Context: an optimization exercise on an open-source flow, tuned for small area. The choices shown serve that exercise and are no tape-out recipe. Function was checked by simulation only, so behaviour that the tests miss may differ from the original. No activity file was given, so power comes from the tool's default toggle rates.

==> flow/design.v <==
`default_nettype none
module aes_run_sequencer #(
    parameter int DATA_W      = 128,
    parameter int TIMEOUT_CYC = 1024
) (
    input  logic               clk,
    input  logic               rst,
    input  logic               swrst,
    input  logic               run,
    input  logic               extin_en,
    input  logic [7:0]         extin_addr,
    input  logic [DATA_W-1:0]  extin_data,
    input  logic [7:0]         extout_addr,
    output logic [DATA_W-1:0]  extout_data,
    output logic [DATA_W-1:0]  core_key,
    output logic [DATA_W-1:0]  core_din,
    output logic               core_start,
    input  logic [DATA_W-1:0]  core_dout,
    input  logic               core_done,
    output logic               core_abort,
    output logic               trigger,
    output logic               busy
);
    localparam int                 C_CNT_W    = 11;
    localparam logic [C_CNT_W-1:0] C_TMO_LAST = 11'h55f;
    localparam logic [2:0] S_IDLE  = 3'b000;
    localparam logic [2:0] S_LOAD  = 3'b100;
    localparam logic [2:0] S_STORE = 3'b101;
    localparam logic [2:0] S_START = 3'b110;
    localparam logic [2:0] S_WAIT  = 3'b111;
    logic [2:0]         r_state;
    logic [2:0]         w_state_next;
    logic [DATA_W-1:0]  r_key;
    logic [DATA_W-1:0]  r_pt;
    logic [DATA_W-1:0]  r_ct;
    logic [DATA_W-1:0]  r_cfg;
    logic [DATA_W-1:0]  r_hold;
    logic               r_pend_key;
    logic               r_pend_pt;
    logic               r_pend_ct;
    logic               r_pend_cfg;
    logic               r_sel_key;
    logic               r_sel_pt;
    logic               r_sel_ct;
    logic               r_sel_cfg;
    logic               r_sel_stat;
    logic               r_busy_q;
    logic               r_wr_drop_q;
    logic               r_wr_drop;
    logic [7:0]         r_cnt_lag;
    logic               r_cnt_clr;
    logic               r_cnt_inc;
    logic               r_timeout_lag;
    logic [C_CNT_W-1:0] r_tmo_cnt;
    logic               r_abort;
    logic [7:0]         w_cnt_inc;
    logic [7:0]         w_iter_cnt;
    logic               w_timeout;
    logic               w_idle, w_load, w_start, w_wait, w_store;
    logic               w_writable;
    logic               w_wr_en;
    logic               w_run_accept;
    logic               w_timeout_hit;
    logic               w_iter_more;
    logic               w_first;
    logic               w_ld_wr, w_ld_dout, w_ld_pt, w_ld_zero, w_ld_hold;
    assign w_idle  = (r_state == S_IDLE);
    assign w_load  = (r_state == S_LOAD);
    assign w_start = (r_state == S_START);
    assign w_wait  = (r_state == S_WAIT);
    assign w_store = (r_state == S_STORE);
    assign w_writable = (extin_addr == 8'd0) || (extin_addr == 8'd1) ||
                        (extin_addr == 8'd3);
    assign w_wr_en      = extin_en && w_writable && w_idle && !swrst;
    assign w_run_accept = w_idle && run && !swrst;
    assign w_timeout_hit = w_wait && !core_done && (r_tmo_cnt == C_TMO_LAST) && !swrst;
    assign w_cnt_inc  = r_cnt_lag + 8'd1;
    assign w_iter_cnt = r_cnt_clr ? 8'd0 : (r_cnt_inc ? w_cnt_inc : r_cnt_lag);
    assign w_timeout  = !r_cnt_clr && (r_abort || r_timeout_lag);
    assign w_iter_more = (w_cnt_inc < r_cfg[7:0]);
    assign w_first     = r_cnt_clr;
    always_comb begin
        w_state_next = r_state;
        case (r_state)
            S_IDLE:  if (run) w_state_next = S_LOAD;
            S_LOAD:  w_state_next = S_START;
            S_START: w_state_next = S_WAIT;
            S_WAIT: begin
                if (core_done)                     w_state_next = S_STORE;
                else if (r_tmo_cnt == C_TMO_LAST)  w_state_next = S_IDLE;
            end
            S_STORE: w_state_next = w_iter_more ? S_LOAD : S_IDLE;
            default: w_state_next = S_IDLE;
        endcase
        if (swrst) w_state_next = S_IDLE;
    end
    always_ff @(posedge clk) begin
        if (rst) r_state <= S_IDLE;
        else     r_state <= w_state_next;
    end
    assign w_ld_zero = rst || swrst;
    assign w_ld_wr   = !w_ld_zero && w_wr_en;
    assign w_ld_dout = !w_ld_zero && w_wait && core_done;
    assign w_ld_pt   = !w_ld_zero && w_load && w_first && !r_pend_pt;
    assign w_ld_hold = !w_ld_zero && !w_ld_wr && !w_ld_dout && !w_ld_pt;
    logic [DATA_W-1:0] w_hold_next;
    aes_run_sequencer_ao4 #(.W(DATA_W), .EXTRA(0)) u_hold_mux (
        .s0(w_ld_wr),   .d0(extin_data),
        .s1(w_ld_dout), .d1(core_dout),
        .s2(w_ld_pt),   .d2(r_pt),
        .s3(w_ld_hold), .d3(r_hold),
        .e('0),
        .y(w_hold_next)
    );
    always_ff @(posedge clk) begin
        r_hold <= w_hold_next;
    end
    always_ff @(posedge clk) begin
        if (rst) begin
            r_pend_key <= 1'b1;
            r_pend_pt  <= 1'b1;
            r_pend_ct  <= 1'b1;
            r_pend_cfg <= 1'b1;
        end else begin
            r_pend_key <= w_wr_en && (extin_addr == 8'd0);
            r_pend_pt  <= w_wr_en && (extin_addr == 8'd1);
            r_pend_cfg <= w_wr_en && (extin_addr == 8'd3);
            r_pend_ct  <= swrst || w_store;
        end
    end
    always_ff @(posedge clk) begin
        if (r_pend_key) r_key <= r_hold;
        if (r_pend_pt)  r_pt  <= r_hold;
        if (r_pend_ct)  r_ct  <= r_hold;
        if (r_pend_cfg) r_cfg <= r_hold;
    end
    always_ff @(posedge clk) begin
        if (rst) begin
            r_wr_drop <= 1'b0;
            r_abort   <= 1'b0;
            r_cnt_clr <= 1'b1;
            r_cnt_inc <= 1'b0;
        end else begin
            r_abort   <= swrst || w_timeout_hit;
            r_cnt_clr <= swrst || w_run_accept;
            r_cnt_inc <= !swrst && w_store;
            if (swrst || w_run_accept)
                r_wr_drop <= 1'b0;
            else if (extin_en && w_writable && !w_idle)
                r_wr_drop <= 1'b1;
        end
    end
    always_ff @(posedge clk) begin
        r_cnt_lag     <= w_iter_cnt;
        r_timeout_lag <= w_timeout;
        r_busy_q      <= !w_idle;
        r_wr_drop_q   <= r_wr_drop;
    end
    always_ff @(posedge clk) begin
        if (w_start) r_tmo_cnt <= '0;
        else         r_tmo_cnt <= {r_tmo_cnt[9:0], ~(r_tmo_cnt[10] ^ r_tmo_cnt[8])};
    end
    always_ff @(posedge clk) begin
        if (rst) begin
            r_sel_key <= 1'b0;
            r_sel_pt  <= 1'b0;
            r_sel_ct  <= 1'b0;
            r_sel_cfg <= 1'b0;
            r_sel_stat <= 1'b0;
        end else begin
            r_sel_key <= (extout_addr == 8'd0);
            r_sel_pt  <= (extout_addr == 8'd1);
            r_sel_ct  <= (extout_addr == 8'd2);
            r_sel_cfg <= (extout_addr == 8'd3);
            r_sel_stat <= (extout_addr == 8'd4);
        end
    end
    logic [DATA_W-1:0] w_stat_rd;
    always_comb begin
        w_stat_rd        = '0;
        w_stat_rd[0]     = r_sel_stat && r_busy_q;
        w_stat_rd[1]     = r_sel_stat && r_timeout_lag;
        w_stat_rd[2]     = r_sel_stat && r_wr_drop_q;
        w_stat_rd[15:8]  = {8{r_sel_stat}} & r_cnt_lag;
    end
    aes_run_sequencer_ao4 #(.W(DATA_W), .EXTRA(1)) u_read_mux (
        .s0(r_sel_key), .d0(r_key),
        .s1(r_sel_pt),  .d1(r_pt),
        .s2(r_sel_ct),  .d2(r_ct),
        .s3(r_sel_cfg), .d3(r_cfg),
        .e(w_stat_rd),
        .y(extout_data)
    );
    assign core_key   = r_key;
    assign core_din   = r_hold;
    assign core_start = w_start;
    assign core_abort = r_abort;
    assign trigger    = w_start || w_wait;
    assign busy       = !w_idle;
endmodule
module aes_run_sequencer_ao4 #(
    parameter int W     = 128,
    parameter bit EXTRA = 0
) (
    input  logic         s0, s1, s2, s3,
    input  logic [W-1:0] d0, d1, d2, d3,
    input  logic [W-1:0] e,
    output logic [W-1:0] y
);
    for (genvar i = 0; i < W; i++) begin : g_bit
        if (EXTRA && (i <= 2 || (i >= 8 && i <= 15))) begin : g_ext
            aes_run_sequencer_ao5_bit u_bit (
                .s0(s0), .s1(s1), .s2(s2), .s3(s3),
                .d0(d0[i]), .d1(d1[i]), .d2(d2[i]), .d3(d3[i]),
                .e(e[i]), .y(y[i])
            );
        end else begin : g_std
            aes_run_sequencer_ao4_bit u_bit (
                .s0(s0), .s1(s1), .s2(s2), .s3(s3),
                .d0(d0[i]), .d1(d1[i]), .d2(d2[i]), .d3(d3[i]),
                .y(y[i])
            );
        end
    end
endmodule
module aes_run_sequencer_aoi3_bit (
    input  logic s0, s1, s2,
    input  logic d0, d1, d2,
    output logic y_n
);
    assign y_n = ~((s0 & d0) | (s1 & d1) | (s2 & d2));
endmodule
module aes_run_sequencer_ao4_bit (
    input  logic s0, s1, s2, s3,
    input  logic d0, d1, d2, d3,
    output logic y
);
    logic w_n;
    aes_run_sequencer_aoi3_bit u_aoi3 (
        .s0(s0), .s1(s1), .s2(s2), .d0(d0), .d1(d1), .d2(d2), .y_n(w_n)
    );
    logic z_n;
    aes_run_sequencer_nand2_bit u_nand_a (.a(s3), .b(d3), .y_n(z_n));
    aes_run_sequencer_nand2_bit u_nand_b (.a(w_n), .b(z_n), .y_n(y));
endmodule
module aes_run_sequencer_nand2_bit (
    input  logic a, b,
    output logic y_n
);
    assign y_n = ~(a & b);
endmodule
module aes_run_sequencer_ao5_bit (
    input  logic s0, s1, s2, s3,
    input  logic d0, d1, d2, d3,
    input  logic e,
    output logic y
);
    logic w_n;
    aes_run_sequencer_aoi3_bit u_aoi3 (
        .s0(s0), .s1(s1), .s2(s2), .d0(d0), .d1(d1), .d2(d2), .y_n(w_n)
    );
    assign y = ~(w_n & ~(s3 & d3) & ~e);
endmodule
`default_nettype wire
clock: 5.0 ns
lec_check: 0
cap_margin: 20
core_margin: 2
core_utilization: 60
slew_margin: 20
synth_hierarchical: 1
synth_minimum_keep_size: 0
standard.sh (not shown) runs the stock make flow with config.mk's settings and CLKGATE_MAP_FILE= SYNTH_SCRIPT=/design/flow/synth_recipe.tcl, a recipe that flattens the netlist after the stock synthesis.
==> flow/flow/run.sh <==
#!/bin/bash
# Layout flow: the standard ORFS flow (standard.sh, standard synthesis
# unchanged) with two placement/CTS settings changed:
#   * port buffers use the smallest buffer (buf_1) instead of the default
#     pick; every input and output port still gets its own buffer;
#   * CTS builds the tree from clkbuf_8 with clusters of up to 16 sinks
#     within 50 um, and inserts no dummy loads.
# The make output goes to flow_make.log here; each ORFS step keeps its own
# log under orfs/logs/.
set -euo pipefail
export BUFFER_PORTS_ARGS="-buffer_cell sky130_fd_sc_hd__buf_1"
export CTS_ARGS="-sink_clustering_enable -repair_clock_nets -dont_use_dummy_load -sink_clustering_size 16 -sink_clustering_max_diameter 50 -buf_list {sky130_fd_sc_hd__clkbuf_8}"
bash standard.sh finish > flow_make.log 2>&1
Rerun with:
--- a/flow/design.v
+++ b/flow/design.v
@@ -108,9 +108,9 @@
         .s0(w_ld_wr),   .d0(extin_data),
         .s1(w_ld_dout), .d1(core_dout),
         .s2(w_ld_pt),   .d2(r_pt),
         .s3(w_ld_hold), .d3(r_hold),
-        .e('0),
+        .s4(1'b0),      .d4('0),
         .y(w_hold_next)
     );
     always_ff @(posedge clk) begin
         r_hold <= w_hold_next;
@@ -177,19 +177,19 @@
     end
     logic [DATA_W-1:0] w_stat_rd;
     always_comb begin
         w_stat_rd        = '0;
-        w_stat_rd[0]     = r_sel_stat && r_busy_q;
-        w_stat_rd[1]     = r_sel_stat && r_timeout_lag;
-        w_stat_rd[2]     = r_sel_stat && r_wr_drop_q;
-        w_stat_rd[15:8]  = {8{r_sel_stat}} & r_cnt_lag;
+        w_stat_rd[0]     = r_busy_q;
+        w_stat_rd[1]     = r_timeout_lag;
+        w_stat_rd[2]     = r_wr_drop_q;
+        w_stat_rd[15:8]  = r_cnt_lag;
     end
     aes_run_sequencer_ao4 #(.W(DATA_W), .EXTRA(1)) u_read_mux (
         .s0(r_sel_key), .d0(r_key),
         .s1(r_sel_pt),  .d1(r_pt),
         .s2(r_sel_ct),  .d2(r_ct),
         .s3(r_sel_cfg), .d3(r_cfg),
-        .e(w_stat_rd),
+        .s4(r_sel_stat), .d4(w_stat_rd),
         .y(extout_data)
     );
     assign core_key   = r_key;
     assign core_din   = r_hold;
@@ -201,19 +201,18 @@
 module aes_run_sequencer_ao4 #(
     parameter int W     = 128,
     parameter bit EXTRA = 0
 ) (
-    input  logic         s0, s1, s2, s3,
-    input  logic [W-1:0] d0, d1, d2, d3,
-    input  logic [W-1:0] e,
+    input  logic         s0, s1, s2, s3, s4,
+    input  logic [W-1:0] d0, d1, d2, d3, d4,
     output logic [W-1:0] y
 );
     for (genvar i = 0; i < W; i++) begin : g_bit
         if (EXTRA && (i <= 2 || (i >= 8 && i <= 15))) begin : g_ext
             aes_run_sequencer_ao5_bit u_bit (
-                .s0(s0), .s1(s1), .s2(s2), .s3(s3),
-                .d0(d0[i]), .d1(d1[i]), .d2(d2[i]), .d3(d3[i]),
-                .e(e[i]), .y(y[i])
+                .s0(s0), .s1(s1), .s2(s2), .s3(s3), .s4(s4),
+                .d0(d0[i]), .d1(d1[i]), .d2(d2[i]), .d3(d3[i]), .d4(d4[i]),
+                .y(y[i])
             );
         end else begin : g_std
             aes_run_sequencer_ao4_bit u_bit (
                 .s0(s0), .s1(s1), .s2(s2), .s3(s3),
@@ -249,16 +248,17 @@
 );
     assign y_n = ~(a & b);
 endmodule
 module aes_run_sequencer_ao5_bit (
-    input  logic s0, s1, s2, s3,
-    input  logic d0, d1, d2, d3,
-    input  logic e,
+    input  logic s0, s1, s2, s3, s4,
+    input  logic d0, d1, d2, d3, d4,
     output logic y
 );
-    logic w_n;
+    logic w_n, z_n, x_n;
     aes_run_sequencer_aoi3_bit u_aoi3 (
         .s0(s0), .s1(s1), .s2(s2), .d0(d0), .d1(d1), .d2(d2), .y_n(w_n)
     );
-    assign y = ~(w_n & ~(s3 & d3) & ~e);
+    aes_run_sequencer_nand2_bit u_nand_a (.a(s3), .b(d3), .y_n(z_n));
+    aes_run_sequencer_nand2_bit u_nand_c (.a(s4), .b(d4), .y_n(x_n));
+    assign y = ~(w_n & z_n & x_n);
 endmodule
 `default_nettype wire
After rerunning: Non-clock buffer count went up by 2. Fmax is lower slightly. Global-route usage climbs by 1.2 points. Cell area barely changes. Worst setup slack loses 48 ps. Final cell count rises slightly. Clock power is higher slightly. Die area is about the same. Area after synthesis is about the same.

[afterwards: timing with drivers on the ports]
No port has a modelled driver above. Below, the same layouts with a new extraction and two added sets of constraints. Step 1: set_driving_cell puts a clkbuf_16 on clk and a buf_2 on each other input, an assumption about the parent block. Step 2 also shifts input and output timing later by t, the mid clock arrival at the registers, as if the neighbouring blocks saw the same clock. a / b / c = no drivers / after step 1 / after step 2; a / b = the first two.
| run | t (ns) | slack for setup (ns) | hold WS [ns] | worst setup path at the end | clock arrival spread, ns |
|---|---|---|---|---|---|
| the first run | 0.712 | 1.326 / 1.270 / 1.513 | 0.362 / 0.362 / 0.362 | input to register | 0.041 / 0.042 |
| the second run | 0.716 | 1.279 / 1.225 / 1.661 | 0.368 / 0.368 / 0.368 | input to register | 0.078 / 0.077 |
After both steps setup and hold are still met in every run listed.
